From an optimization exercise on the open Yosys and OpenROAD flow, aimed at small area and a short achievable clock period; shortcuts taken in it are not production practice.
Function was checked by simulation only, so behaviour that the tests miss may differ from the original.

File: flow/run.sh
#!/bin/bash
# synth_recipe.tcl (not shown) runs the flow's synth.tcl, then flattens the netlist and writes it again
# the make line also repeats each setting of config.mk as NAME=value (left out here)
make -C /OpenROAD-flow-scripts/flow DESIGN_CONFIG=/design/flow/config.mk WORK_HOME=/design/flow/orfs CLKGATE_MAP_FILE= SYNTH_SCRIPT=/design/flow/synth_recipe.tcl finish
File: flow/config.mk
export PLATFORM = sky130hd
export DESIGN_NAME = posit_unit
export DESIGN_NICKNAME = posit_unit
export VERILOG_FILES = /design/flow/design.v
export SDC_FILE = /design/flow/constraint.sdc
export NUM_CORES = 4
export LEC_CHECK = 0
export CAP_MARGIN = 20
export CORE_MARGIN = 2
export CORE_UTILIZATION = 40
export SLEW_MARGIN = 20
File: flow/constraint.sdc
create_clock -name core_clock -period 80.0 [get_ports {clk}]
set_input_delay 16.0000 -clock core_clock [delete_from_list [all_inputs] [get_ports {clk}]]
set_output_delay 16.0000 -clock core_clock [all_outputs]
set_load 0.01 [all_outputs]
File: flow/design.v
package posit_pkg;
    localparam OP_SIZE = 2;
    typedef enum logic [OP_SIZE-1:0] {
        ADD = 2'd0,
        SUB = 2'd1,
        MUL = 2'd2,
        DIV = 2'd3
    } op_t;
endpackage
`timescale 1ns/1ps
module posit_decode #(
    parameter N  = 16,
    parameter ES = 1,
    localparam TE = $clog2(N) + ES + 3,
    localparam M  = N - ES - 2
) (
    input  logic [N-1:0]         word,
    output logic                 sign,
    output logic signed [TE-1:0] te,
    output logic [M-1:0]         mant,
    output logic                 is_zero,
    output logic                 is_nar
);
    logic [N-1:0]        neg_word;
    logic [N-2:0]        body;
    logic [N-2:0]        rest;
    logic [$clog2(N):0]  run;
    logic                run_done;
    logic signed [TE-1:0] regime;
    logic [ES-1:0]       exp_bits;
    assign is_zero  = (word == '0);
    assign is_nar   = (word == {1'b1, {(N-1){1'b0}}});
    assign sign     = word[N-1];
    assign neg_word = -word;
    assign body     = sign ? neg_word[N-2:0] : word[N-2:0];  
    always_comb begin
        run      = '0;
        run_done = 1'b0;
        for (int i = N - 2; i >= 0; i--) begin
            if (!run_done && body[i] == body[N-2]) begin
                run = run + 1'b1;
            end else begin
                run_done = 1'b1;
            end
        end
    end
    assign regime = body[N-2] ? TE'(run) - TE'(1) : -(TE'(run));
    assign rest     = body << (run + 1'b1);  
    assign exp_bits = rest[N-2 -: ES];
    assign te       = (regime <<< ES) + $signed(TE'(exp_bits));
    assign mant     = {1'b1, rest[N-2-ES -: M-1]};
endmodule
`timescale 1ns/1ps
module core_add_sub #(
    parameter N   = 16,
    parameter ES  = 1,
    localparam TE  = $clog2(N) + ES + 3,
    localparam M   = N - ES - 2,
    localparam R   = 2 * M,
    localparam LZW = $clog2(R + 1)
) (
    input  logic signed [TE-1:0] te1,
    input  logic signed [TE-1:0] te2,
    input  logic [M-1:0]         mant1,
    input  logic [M-1:0]         mant2,
    input  logic                 sign1,
    input  logic                 sign2,
    input  logic                 sub,
    output logic [R-1:0]         mant_out,
    output logic signed [TE-1:0] te_out,
    output logic                 sign_out,
    output logic                 frac_truncated
);
    logic                 sign2_eff;
    logic                 swap;
    logic                 eff_sub;
    logic signed [TE-1:0] te_big;
    logic [TE-1:0]        te_diff;
    logic [TE-1:0]        shamt;
    logic [R-1:0]         big_ext;
    logic [R-1:0]         small_ext;
    logic [2*R-1:0]       small_full;
    logic [R-1:0]         small_sh;
    logic                 sticky;
    logic [R-1:0]         sum;
    logic [LZW-1:0]       lz;
    assign sign2_eff = sign2 ^ sub;
    assign eff_sub   = sign1 ^ sign2_eff;
    assign swap      = (te2 > te1) || (te2 == te1 && mant2 > mant1);  
    assign te_big    = swap ? te2 : te1;
    assign te_diff   = swap ? te2 - te1 : te1 - te2;
    assign shamt     = (te_diff > TE'(R)) ? TE'(R) : te_diff;
    assign sign_out  = swap ? sign2_eff : sign1;
    assign big_ext   = {1'b0, swap ? mant2 : mant1, {(M-1){1'b0}}};
    assign small_ext = {1'b0, swap ? mant1 : mant2, {(M-1){1'b0}}};
    assign small_full = {small_ext, {R{1'b0}}} >> shamt;
    assign small_sh   = small_full[2*R-1:R];
    assign sticky     = |small_full[R-1:0];  
    assign sum = eff_sub ? big_ext - small_sh - R'(sticky) : big_ext + small_sh;
    always_comb begin
        lz = LZW'(R);
        for (int i = 0; i < R; i++) begin
            if (sum[i]) begin
                lz = LZW'(R - 1 - i);
            end
        end
    end
    always_comb begin
        if (sum[R-1]) begin  
            mant_out       = sum >> 1;
            te_out         = te_big + TE'(1);
            frac_truncated = sticky | sum[0];
        end else begin
            mant_out       = sum << (lz - 1'b1);
            te_out         = te_big - TE'(lz) + TE'(1);
            frac_truncated = sticky;
        end
    end
endmodule
`timescale 1ns/1ps
module core_mul #(
    parameter N  = 16,
    parameter ES = 1,
    localparam TE = $clog2(N) + ES + 3,
    localparam M  = N - ES - 2
) (
    input  logic signed [TE-1:0] te1,
    input  logic signed [TE-1:0] te2,
    input  logic [M-1:0]         mant1,
    input  logic [M-1:0]         mant2,
    output logic [2*M-1:0]       mant_out,
    output logic signed [TE-1:0] te_out,
    output logic                 frac_truncated
);
    logic [2*M-1:0] product;
    logic           ovf;
    assign product = mant1 * mant2;
    assign ovf     = product[2*M-1];  
    assign mant_out       = ovf ? product >> 1 : product;
    assign te_out         = te1 + te2 + TE'(ovf);
    assign frac_truncated = ovf & product[0];
endmodule
`timescale 1ns/1ps
module core_div #(
    parameter N  = 16,
    parameter ES = 1,
    localparam TE = $clog2(N) + ES + 3,
    localparam M  = N - ES - 2,
    localparam F  = 2 * (N - ES - 2),
    localparam Q  = F + 2
) (
    input  logic signed [TE-1:0] te1,
    input  logic signed [TE-1:0] te2,
    input  logic [M-1:0]         mant1,
    input  logic [M-1:0]         mant2,
    output logic [F-1:0]         mant_out,
    output logic signed [TE-1:0] te_out,
    output logic                 frac_truncated
);
    logic [Q-1:0] quot;  
    logic [M:0]   rem;
    always_comb begin
        rem = {1'b0, mant1};
        for (int i = Q - 1; i >= 0; i--) begin
            if (rem >= {1'b0, mant2}) begin
                quot[i] = 1'b1;
                rem     = rem - {1'b0, mant2};
            end else begin
                quot[i] = 1'b0;
            end
            rem = rem << 1;
        end
    end
    assign mant_out = quot[Q-1] ? quot[Q-2:1] : quot[Q-3:0];
    assign te_out   = te1 - te2 - TE'(!quot[Q-1]);
    assign frac_truncated = (rem != '0) | (quot[Q-1] & quot[0]);
endmodule
`timescale 1ns/1ps
module core_op #(
    parameter N  = 16,
    parameter ES = 1,
    localparam TE = $clog2(N) + ES + 3,
    localparam M  = N - ES - 2,
    localparam F  = 2 * (N - ES - 2)
) (
    input  posit_pkg::op_t       op,
    input  logic                 sign1,
    input  logic                 sign2,
    input  logic signed [TE-1:0] te1,
    input  logic signed [TE-1:0] te2,
    input  logic [M-1:0]         mant1,
    input  logic [M-1:0]         mant2,
    output logic signed [TE-1:0] te_out_core_op,
    output logic [F-1:0]         frac_out_core_op,
    output logic                 frac_truncated,
    output logic                 sign_out
);
    logic [2*M-1:0]       mant_add_sub;
    logic [2*M-1:0]       mant_mul;
    logic [F-1:0]         mant_div;
    logic signed [TE-1:0] te_add_sub;
    logic signed [TE-1:0] te_mul;
    logic signed [TE-1:0] te_div;
    logic                 trunc_add_sub;
    logic                 trunc_mul;
    logic                 trunc_div;
    logic [F-1:0]         frac_add_sub;
    logic [F-1:0]         frac_mul;
    core_add_sub #(.N(N), .ES(ES)) add_sub_i (
        .te1(te1), .te2(te2), .mant1(mant1), .mant2(mant2),
        .sign1(sign1), .sign2(sign2), .sub(op == posit_pkg::SUB),
        .mant_out(mant_add_sub), .te_out(te_add_sub),
        .sign_out(sign_out), .frac_truncated(trunc_add_sub)
    );
    core_mul #(.N(N), .ES(ES)) mul_i (
        .te1(te1), .te2(te2), .mant1(mant1), .mant2(mant2),
        .mant_out(mant_mul), .te_out(te_mul), .frac_truncated(trunc_mul)
    );
    core_div #(.N(N), .ES(ES)) div_i (
        .te1(te1), .te2(te2), .mant1(mant1), .mant2(mant2),
        .mant_out(mant_div), .te_out(te_div), .frac_truncated(trunc_div)
    );
    assign frac_add_sub = (F'(mant_add_sub) << (F - 2 * M)) << 2;
    assign frac_mul     = (F'(mant_mul) << (F - 2 * M)) << 2;
    always_comb begin
        case (op)
            posit_pkg::MUL: begin
                te_out_core_op   = te_mul;
                frac_out_core_op = frac_mul;
                frac_truncated   = trunc_mul;
            end
            posit_pkg::DIV: begin
                te_out_core_op   = te_div;
                frac_out_core_op = mant_div;  
                frac_truncated   = trunc_div;
            end
            default: begin
                te_out_core_op   = te_add_sub;
                frac_out_core_op = frac_add_sub;
                frac_truncated   = trunc_add_sub;
            end
        endcase
    end
endmodule
`timescale 1ns/1ps
module posit_encode #(
    parameter N  = 16,
    parameter ES = 1,
    localparam TE = $clog2(N) + ES + 3,
    localparam F  = 2 * (N - ES - 2),
    localparam W  = 2 + ES + F + N
) (
    input  logic                 sign,
    input  logic signed [TE-1:0] te,
    input  logic [F-1:0]         frac,
    input  logic                 frac_truncated,
    output logic [N-1:0]         word
);
    logic signed [TE-1:0] k;
    logic [TE-1:0]        shamt;
    logic [W-1:0]         seed;
    logic [W-1:0]         body;
    logic [N-2:0]         trunc_mag;
    logic                 guard;
    logic                 sticky;
    logic                 round_up;
    logic [N-1:0]         rounded;
    logic [N-2:0]         mag;
    assign k = te >>> ES;  
    assign shamt = k[TE-1] ? ~k : k;
    assign seed  = {~k[TE-1], k[TE-1], te[ES-1:0], frac, {N{1'b0}}};
    always_comb begin
        if (k[TE-1]) begin
            body = seed >> shamt;
        end else begin
            body = $signed(seed) >>> shamt;
        end
    end
    assign trunc_mag = body[W-1 -: N-1];
    assign guard     = body[W-N];
    assign sticky    = |body[W-N-1:0] | frac_truncated;
    assign round_up  = guard & (sticky | trunc_mag[0]);  
    assign rounded   = {1'b0, trunc_mag} + N'(round_up);
    always_comb begin
        if (k > N - 2 || rounded[N-1]) begin
            mag = {(N-1){1'b1}};
        end else if (k < 2 - N) begin
            mag = {{(N-2){1'b0}}, 1'b1};
        end else begin
            mag = rounded[N-2:0];
        end
    end
    assign word = sign ? -{1'b0, mag} : {1'b0, mag};
endmodule
`timescale 1ns/1ps
module posit_unit #(
    parameter N  = 16,
    parameter ES = 1,
    localparam TE = $clog2(N) + ES + 3,
    localparam M  = N - ES - 2,
    localparam F  = 2 * (N - ES - 2)
) (
    input  logic           clk,
    input  logic           rst_n,
    input  logic           in_valid,
    input  logic [1:0]     op,
    input  logic [N-1:0]   a,
    input  logic [N-1:0]   b,
    output logic           out_valid,
    output logic [N-1:0]   result
);
    localparam logic [N-1:0] NAR = {1'b1, {(N-1){1'b0}}};
    logic [N-1:0]         opnd [2];
    logic                 d_sign [2];
    logic signed [TE-1:0] d_te [2];
    logic [M-1:0]         d_mant [2];
    logic                 d_zero [2];
    logic                 d_nar [2];
    logic                 valid_q;
    posit_pkg::op_t       op_q;
    logic [N-1:0]         opnd_q [2];
    logic                 sign_q [2];
    logic signed [TE-1:0] te_q [2];
    logic [M-1:0]         mant_q [2];
    logic                 zero_q [2];
    logic                 nar_q [2];
    logic signed [TE-1:0] te_core;
    logic [F-1:0]         frac_core;
    logic                 trunc_core;
    logic                 sign_add_sub;
    logic                 is_add_sub;
    logic                 res_sign;
    logic                 cancel;
    logic [N-1:0]         enc_word;
    logic [N-1:0]         final_word;
    assign opnd[0] = a;
    assign opnd[1] = b;
    for (genvar g = 0; g < 2; g++) begin : g_dec
        posit_decode #(.N(N), .ES(ES)) dec_i (
            .word(opnd[g]), .sign(d_sign[g]), .te(d_te[g]), .mant(d_mant[g]),
            .is_zero(d_zero[g]), .is_nar(d_nar[g])
        );
    end
    always_ff @(posedge clk) begin
        if (!rst_n) begin
            valid_q <= 1'b0;
        end else begin
            valid_q <= in_valid;
        end
    end
    always_ff @(posedge clk) begin
        if (in_valid) begin
            op_q <= posit_pkg::op_t'(op);
            for (int i = 0; i < 2; i++) begin
                opnd_q[i] <= opnd[i];
                sign_q[i] <= d_sign[i];
                te_q[i]   <= d_te[i];
                mant_q[i] <= d_mant[i];
                zero_q[i] <= d_zero[i];
                nar_q[i]  <= d_nar[i];
            end
        end
    end
    core_op #(.N(N), .ES(ES)) core_op_i (
        .op(op_q), .sign1(sign_q[0]), .sign2(sign_q[1]),
        .te1(te_q[0]), .te2(te_q[1]), .mant1(mant_q[0]), .mant2(mant_q[1]),
        .te_out_core_op(te_core), .frac_out_core_op(frac_core),
        .frac_truncated(trunc_core), .sign_out(sign_add_sub)
    );
    assign is_add_sub = (op_q == posit_pkg::ADD) || (op_q == posit_pkg::SUB);
    assign res_sign   = is_add_sub ? sign_add_sub : sign_q[0] ^ sign_q[1];
    assign cancel = is_add_sub && te_q[0] == te_q[1] && mant_q[0] == mant_q[1]
                    && (sign_q[0] ^ sign_q[1] ^ (op_q == posit_pkg::SUB));
    posit_encode #(.N(N), .ES(ES)) enc_i (
        .sign(res_sign), .te(te_core), .frac(frac_core),
        .frac_truncated(trunc_core), .word(enc_word)
    );
    always_comb begin
        final_word = enc_word;
        if (nar_q[0] || nar_q[1] || (op_q == posit_pkg::DIV && zero_q[1])) begin
            final_word = NAR;
        end else if (op_q == posit_pkg::MUL && (zero_q[0] || zero_q[1])) begin
            final_word = '0;
        end else if (op_q == posit_pkg::DIV && zero_q[0]) begin
            final_word = '0;
        end else if (zero_q[1]) begin
            final_word = opnd_q[0];  
        end else if (zero_q[0]) begin
            final_word = (op_q == posit_pkg::SUB) ? -opnd_q[1] : opnd_q[1];
        end else if (cancel) begin
            final_word = '0;
        end
    end
    always_ff @(posedge clk) begin
        if (!rst_n) begin
            out_valid <= 1'b0;
            result    <= '0;
        end else begin
            out_valid <= valid_q;
            if (valid_q) begin
                result <= final_word;
            end
        end
    end
endmodule
==> results.txt <==
## layer usage
metal,global-route usage,up-vias,routed length [µm],share of wire
met5,0,-,13,0.000088
met1,0.3498,20940,65060,0.44
met2,0.4446,1415,69490,0.47
li1,-,21260,-,-
met3,0.01862,302,8502,0.057
met4,0.08597,2,5492,0.037
## sequential cells by signal, summed over array words and instances (netlist names)
name and count:
out_valid 1, te_q 16, result 16, zero_q 2, nar_q 2, op_q 2
opnd_q 32, mant_q 24, valid_q 1
## logic make-up (layout without fill, tap and decap cells)
| logic type | count (synthesis) | count (layout) | synth area share |
|---|---|---|---|
| AO/OA/AOI/OAI | 1796 | 1797 | 0.2834 |
| XOR/XNOR | 426 | 426 | 0.08758 |
| adder cells (fa/ha/maj) | 656 | 656 | 0.2154 |
| buffers and inverters | 603 | 791 | 0.05460 |
| flip-flops | 96 | 96 | 0.06344 |
| multiplexers | 364 | 364 | 0.09624 |
| AND/OR/NAND/NOR | 1818 | 1819 | 0.1993 |
## area by class of cell
cell class              count  area share
flip-flops and latches     96     0.05605
clock inverters             6    0.001505
inverters                 368     0.02885
clock buffers              10    0.004748
multi-input cells        5062      0.8054
well taps                1391     0.03609
repair buffers            407     0.06736
## worst register-to-register path: cells and delay by family, from the launching register on
family	cells	cell delay, ns
xor gates and xnor gates	4	0.65
muxes	16	3.70
AOI/OAI and AO/OA	288	49.52
and+or+nand+nor	91	10.61
buffers and inverters	19	2.32
DFF	1	0.45
adders and majority gates	30	8.79
## stage by stage
step / TNS (ns) / utilization
final: 0 / 0.4574
after global routing: -7.672 / 0.4574
after CTS: 0 / 0.4403
after floorplan: 0 / -
after detailed placement: -11.42 / 0.4363
after global placement: 0 / 0.4363
## final timing paths
check          startpoint  cells after the start  slack (ns)        end
min             result[4]                      2        0.47  result[4]
max reg2reg  mant_q[0][0]                    448        3.93  result[6]
max          mant_q[0][0]                    448        3.93  result[6]
min reg2reg     result[4]                      2        0.47  result[4]
## layout by cell type (no fill, tap or decap), types with 41 or more instances in the layout
cell               n
fa_1             129
o211ai_1          68
nand2_1          537
mux2_2           135
o21a_1           121
a21oi_2           43
o21ai_0          308
a31oi_1           51
ha_1             492
a211oi_1          51
nand2b_1          95
o21bai_1          68
nor2b_1           61
xor2_1           191
nor3_1           139
xnor2_1          229
o21ai_1           49
buf_4            341
and2_1            96
inv_1            343
clkdlybuf4s50_1   52
nor2_1           533
nand3_1          106
edfxtp_1          78
a21o_1           265
a21oi_1          344
mux2i_1          185
o31ai_1           41
## what timing repair did
item	in CTS	in global routing
pin swaps	6	147
endpoints found under the hold margin	0	0
hold buffers	0	0
setup endpoints to repair	16	16
gates resized for setup	17	269
setup buffers	7	95
cloned	0	2
==> impl_metrics.env <==
export IMPL_status="no timing/DRC/antenna violations"
export IMPL_gp_congestion=0.9704
export IMPL_holdWs_ns=0.4739
export IMPL_finish_net_count=6632
export IMPL_io_pins=54
export IMPL_grtUsageTotal=0.2612
export IMPL_slew_violations=0
export IMPL_instances_no_fill=7340
export IMPL_n_fill_cell=10770
export IMPL_hold_class="flop to flop"
export IMPL_antenna_cells=0
export IMPL_ys_types=122
export IMPL_synth_top_cell_by_area="ha_1"
export IMPL_cp_arrival_ns=76.31
export IMPL_synth_edf_count=78
export IMPL_start_util=0.4041
export IMPL_final_area_mm2=0.04822
export IMPL_grt_pass1_wl_um=230000
export IMPL_critical_path_buf_inv_count=19
export IMPL_hpwlAfterDp_um=115900
export IMPL_cpMostUsedCell="o21a_1"
export IMPL_crit_family="compound AO/OA/AOI/OAI gates"
export IMPL_areaGrowthSynthToFinish_pct=13.19
export IMPL_globalRouteOverflowTotal=0
export IMPL_relSlewSlack=0.2837
export IMPL_cp_max_fo=13
export IMPL_via_count=43910
export IMPL_drt_iter0_drc=3748
export IMPL_cts_buffers=9
export IMPL_layout_drive_gt1_share=0.1399
export IMPL_place_area_mm2=0.04600
export IMPL_insertion_delay_ns=0.36
export IMPL_grt_pass1_vias=41360
export IMPL_setup_ws_ns=3.926
export IMPL_ant_nets=0
export IMPL_drtPass1Iterations=6
export IMPL_io_buffer_count=53
export IMPL_yosys_warnings=25
export IMPL_fin_crit_sh=0.9509
export IMPL_numClockSinks=96
export IMPL_seq_area_mm2=0.002703
export IMPL_clk_pin_slew_ns=0.07
export IMPL_mappedNetlistArea_mm2=0.04260
export IMPL_setup_viol=0
export IMPL_clockBufferDepth=2
export IMPL_crit_path_end_kind="flop"
export IMPL_avgSynthCellArea_um2=7.398
export IMPL_grt_max_degree=80
export IMPL_viasPerCell=5.983
export IMPL_ys_seq_area_frac=0.06344
export IMPL_drc=0
export IMPL_routed_wl_um=148600
export IMPL_synth_top_area_frac=0.1527
export IMPL_max_cap_violations=0
export IMPL_synth_async_reset_ratio=0
export IMPL_synth_area_leaders="ha_1 (15%), fa_1 (6.2%), edfxtp_1 (5.5%)"
export IMPL_synth_cells=5759
export IMPL_htreeDepth=3
export IMPL_antenna_found_initial=3
export IMPL_ys_flop_type="edfxtp_1"
export IMPL_cp_start_kind="flop"
export IMPL_dp_cells=7220
export IMPL_dieArea_mm2=0.1091
export IMPL_fp_dieW_um=330.4
export IMPL_worstPathRequired_ns=80.23
export IMPL_synth_common_cells="nor2_1 (543), nand2_1 (539), ha_1 (520)"
export IMPL_die_y_um=330.4
export IMPL_multi_input_area_mm2=0.03884
export IMPL_worstMarginPinSlew_ns=1.067
export IMPL_cts_tree="yes"
export IMPL_core_area_mm2=0.1054
export IMPL_crit_slowest_cell="or4_1"
export IMPL_finalClockSkew_ns=0.01240
export IMPL_max_stage_delay_ns=0.56
export IMPL_fp_row_count=119
export IMPL_synth_fp_nets=6447
export IMPL_hold_viol_final=0
export IMPL_pre_cts_ws_ns=-1.008
export IMPL_fmax_mhz=13.15
export IMPL_yosysMostFrequentCell="nor2_1"
export IMPL_wl_per_cell_um=20.24
export IMPL_ys_seq_elements=96
export IMPL_root_buffer="clkbuf_16"
export IMPL_path_class="flop to flop"
export IMPL_period_needed_ns=76.07

==> what the ideal ports hide <==
How much do the figures lean on ideal ports? The routed layout below was timed once more, with nothing changed but the port constraints. Step 1 sets driving cells, clkbuf_16 on the clock port and buf_2 on the other inputs (assumed; they add their load-dependent delay and slew). Step 2, shift: input delay + t, output delay - t, t = (earliest + latest rising clock arrival at the registers) / 2. This alone moves slack from input paths to output paths. Three values: ideal, step 1, step 2; two values: the first two.
t, ns: 0.408
setup WS [ns]: 3.926 / 3.926 / 3.926
worst setup path at the end: register to register
latest minus earliest clock arrival (ns): 0.013 / 0.012
slew at the worst register clock pin (ns): 0.07 / 0.07
After both steps setup and hold are still met in this run. For this run, drivers alone change the setup slack by 0.000 ns; drivers and shift together by 0.000 ns.
